Background: an optimization exercise with open tools, aiming at small area. Do not read the settings as production practice.
Function was checked by simulation only, so behaviour that the tests miss may differ from the original.

==> lagoon <==
// fma_unit
module fma_unit (
    input  logic        clk_i,
    input  logic        rst_i,
    input  logic        start_i,
    input  logic [31:0] a_i,
    input  logic [31:0] b_i,
    input  logic [31:0] c_i,
    input  logic        sub_i,
    input  logic [2:0]  rnd_i,
    output logic        done_o,
    output logic [37:0] res_o
);
==> flow/config.mk <==
export PLATFORM = sky130hd
export DESIGN_NAME = fma_unit
export DESIGN_NICKNAME = fma_unit
export VERILOG_FILES = /design/flow/design.v
export SDC_FILE = /design/flow/constraint.sdc
export NUM_CORES = 4
export LEC_CHECK = 0
export CAP_MARGIN = 20
export CORE_MARGIN = 2
export CORE_UTILIZATION = 40
export CTS_BUF_LIST = sky130_fd_sc_hd__clkbuf_8
export SLEW_MARGIN = 20
export SYNTH_HIERARCHICAL = 1
==> flow/constraint.sdc <==
create_clock -name core_clock -period 13.0 [get_ports {clk_i}]
set_input_delay 2.6000 -clock core_clock [delete_from_list [all_inputs] [get_ports {clk_i}]]
set_output_delay 2.6000 -clock core_clock [all_outputs]
set_load 0.01 [all_outputs]
standard.sh (not shown) runs the stock make flow with config.mk's settings and CLKGATE_MAP_FILE= SYNTH_SCRIPT=/design/flow/synth_recipe.tcl, a recipe that flattens the netlist after the stock synthesis.
==> flow/flow/run.sh <==
#!/bin/bash
# Standard layout, with the port buffers made of the smallest buffer cell.
cp standard.sh standard_sh.log
export BUFFER_PORTS_ARGS="-buffer_cell sky130_fd_sc_hd__buf_1"
bash standard.sh > standard.log 2>&1
==> inputs of ember, as changes to lagoon <==
--- a/flow/design.v
+++ b/flow/design.v
@@ -4878,15 +4878,15 @@
     end
     always_ff @(posedge clk_i)
     begin
         r_p <= p_norm;
         r_m <= sp ? sp_mant : (c_zero ? 23'd0 : c_m);
-        r_chid <= !c_zero | sp;
+        r_chid <= !c_zero;
         r_e <= sp ? {2'b0, sp_exp} : eb1;
-        r_sh <= sp ? 6'd63 : sh;
-        r_pbig <= p_big & !sp;
-        r_esub <= (p_sign ^ c_sign) & !sp;
+        r_sh <= sh;
+        r_pbig <= p_big;
+        r_esub <= p_sign ^ c_sign;
         r_sign <= sp ? sp_sign : (p_big ? p_sign : c_sign);
         r_kind <= sp_kind;
         r_rdn <= (rnd_i == 3'd2);
     end
     logic [50:0] sum;
@@ -6089,15 +6089,15 @@
     logic [22:0] q_m;
     logic [1:0]  q_rs;
     logic [1:0]  q_kind;
     always_ff @(posedge clk_i)
     begin
-        q_sign <= sum_zero ? r_rdn : r_sign;
+        q_sign <= (r_kind == 2'd0 && sum_zero) ? r_rdn : r_sign;
         q_e <= r_e;
         q_lz <= lz;
-        q_m <= norm[23:1];
-        q_rs <= {norm[0], rs0};
+        q_m <= (r_kind != 2'd0) ? r_m : norm[23:1];
+        q_rs <= (r_kind != 2'd0) ? 2'b00 : {norm[0], rs0};
         q_kind <= r_kind;
     end
     logic [9:0] exp_n;
     g_xor2 u_w3123 (w3123, q_e[0], q_lz[0]);
     g_inv u_w3124 (w3124, q_e[0]);
--- a/flow/config.mk
+++ b/flow/config.mk
@@ -5,9 +5,9 @@
 export SDC_FILE = /design/flow/constraint.sdc
 export NUM_CORES = 4
 export LEC_CHECK = 0
 export CAP_MARGIN = 20
 export CORE_MARGIN = 2
-export CORE_UTILIZATION = 40
+export CORE_UTILIZATION = 60
 export CTS_BUF_LIST = sky130_fd_sc_hd__clkbuf_8
 export SLEW_MARGIN = 20
 export SYNTH_HIERARCHICAL = 1
==> flow_summary.toml <==
[logic_synthesis]
syn_inst = 2992
synthMuxAreaShare_pct = 7.79
yosys-top-cells-count = "576 x o22ai_1, 401 x xor2_1, 302 x inv_1"
yosysTopAreaCellShare_pct = 20.9

[run_status]
status = "no timing/DRC/antenna violations"

[final_layout]
nNonClkInverters = 305

[placed_design]
place_ws_ps = 669

[setup_path]
cpMostUsedCell = "inv_1"
cpPeakStageDelay_ps = 700
cp_num_buf_inv = 11

[clock_network]
path_clk_slew_ps = 90
(the above is from lagoon)
==> flow_summary.toml <==
[run_status]
status = "no timing/DRC/antenna violations"

[final_layout]
nNonClkInverters = 311

[setup_path]
cp_num_buf_inv = 12
cpPeakStageDelay_ps = 610

[placed_design]
place_ws_ps = 602

[logic_synthesis]
yosys-top-cells-count = "576 x o22ai_1, 401 x xor2_1, 310 x inv_1"
syn_inst = 3013
synthMuxAreaShare_pct = 8.70
(the above is from ember)


==> inputs of run a <==
RTL: one of the versions met above, not the one the previous note started from.
Settings: LEC_CHECK=0, CAP_MARGIN=20, CORE_MARGIN=2, CORE_UTILIZATION=40, CTS_BUF_LIST=sky130_fd_sc_hd__clkbuf_8, GPL_TIMING_DRIVEN=0, SLEW_MARGIN=20, SYNTH_HIERARCHICAL=1; clock period 13.0 ns.
Scripts as last shown in full above: flow/flow/run.sh
==> inputs of run b, as changes to run a <==
==> flow/run.sh (new file) <==
#!/bin/bash
# synth_recipe.tcl (not shown) runs the flow's synth.tcl, then flattens the netlist and writes it again
# the make line also repeats each setting of config.mk as NAME=value (left out here)
make -C /OpenROAD-flow-scripts/flow DESIGN_CONFIG=/design/flow/config.mk WORK_HOME=/design/flow/orfs CLKGATE_MAP_FILE= SYNTH_SCRIPT=/design/flow/synth_recipe.tcl finish
--- a/flow/config.mk
+++ b/flow/config.mk
@@ -10,4 +10,2 @@
 export CORE_UTILIZATION = 40
-export CTS_BUF_LIST = sky130_fd_sc_hd__clkbuf_8
-export GPL_TIMING_DRIVEN = 0
 export SLEW_MARGIN = 20
removed: flow/flow/run.sh
removed: flow/standard.sh
==> flow_summary.ini <==
[grt]
grt_pass1_wl_mm = 145

[final_layout]
antennaDiodeCount = 1
finalInstanceArea_um2 = 29800
nClkBuffers = 17

[min_path]
min_to = q_e[7]

[critical_path]
worstPathMaxFanout = 47
worstReg2RegEnd = q_sign

[routing]
met1_length_mm = 38.7

[outcome]
outcome = complete, no violations
(the above is from run a)
==> flow_summary.ini <==
[critical_path]
worstPathMaxFanout = 50
worstReg2RegEnd = q_m[7]

[routing]
met1_length_mm = 41.0
drt_iter0_drc = 2862

[clock_network]
cts_root_buffer = clkbuf_16

[outcome]
outcome = complete, no violations

[final_layout]
finalInstanceArea_um2 = 30200
nClkBuffers = 19
antennaDiodeCount = 0

[min_path]
min_to = q_e[0]

[synth]
syn_inst = 3013

[sta]
setup_viol_count_final = 0

[grt]
grt_pass1_wl_mm = 143
(the above is from run b)


==> v38 <==
fma_unit again, from the RTL that the note above started with.
clock: 13.0 ns
lec_check: 0
cap_margin: 20
core_margin: 2
core_utilization: 40
cts_buf_list: sky130_fd_sc_hd__clkbuf_8
place_density: 0.75
slew_margin: 20
synth_hierarchical: 1
==> flow/flow/run.sh <==
#!/bin/bash
# Standard layout, with the port buffers made of the smallest buffer cell.
cp standard.sh standard_sh.log
export BUFFER_PORTS_ARGS="-buffer_cell sky130_fd_sc_hd__buf_1"
bash standard.sh > standard.log 2>&1
==> v9: changes against v38 <==
Settings changed: PLACE_DENSITY 0.75 to not set.
==> qor summary <==
| quantity | v38 | v9 |
|---|---|---|
| Placed inst area | 0.0286 mm2 | 0.0287 mm2 |
| Area share of buffers outside the clock network | 4.25% | 4.25% |
| Slowest library cell on the worst path | sky130_fd_sc_hd__or4_1 | sky130_fd_sc_hd__a21oi_2 |
| DR WL met2 | 40200 um | 42500 um |
| Hold slack final | 0.323 ns | 0.322 ns |
| Total wirelength of the detailed-routed design | 90400 um | 93700 um |
| Peak Freq | 0.0814 GHz | 0.0812 GHz |
| Clock buffers and inverters, area share | 1.43% | 1.44% |
| Met3 global-route usage | 6.50% | 4.81% |
| Met2 Track Usage GR | 41.1% | 43.2% |
| Destination of the critical timing path | q_sign | r_sign |
| Count of fill cells added during filler insertion | 6306 | 6447 |
| Post-DR vias/cell | 6.11 | 6.04 |
| First-pass GRT wire length | 138000 um | 143000 um |
| Final worst path period share | 94.5% | 94.7% |
| Run status | finished clean | finished clean |
| Startpoint of the most critical hold path | r_e[6] | r_e[8] |
| Number of antenna violations at the first check in global routing | 3 | 1 |
| Worst slew margin | 21.3% | 18.5% |

re-timing with driven ports:
The flow's constraints put no driver on any port. The routed layouts listed below were extracted and timed again, unchanged, in two steps.
Step 1 (the two cells are an assumption about what drives the block):
set clk [get_ports {clk_i}]
set_driving_cell -lib_cell sky130_fd_sc_hd__clkbuf_16 $clk
set_driving_cell -lib_cell sky130_fd_sc_hd__buf_2 [delete_from_list [all_inputs] $clk]
Step 2 adds t to the input delays and takes it off the output delays; t is the mean of the earliest and latest rising clock arrival at the registers after step 1. Input paths then give back, and output paths get back, about the clock's delay inside the block.
Slacks: ideal / step 1 / step 2; pairs: ideal / step 1.
run | t (ns) | slack for setup (ns) | worst setup path after step 2
lagoon | 0.516 | 0.822 / 0.822 / 0.563 | input to register
ember | 0.526 | 0.648 / 0.648 / 0.341 | input to register
run a | 0.518 | 0.473 / 0.500 / -0.018 | input to register
run b | 0.477 | 0.673 / 0.695 / 0.218 | input to register
v38 | 0.496 | 0.717 / 0.717 / 0.411 | input to register
v9 | 0.513 | 0.689 / 0.713 / 0.200 | input to register
Met with ideal ports but missed after step 2: setup timing in run a. The setup slack of run a, which loses most, moves by +0.027 ns with the drivers and by -0.491 ns with both steps.
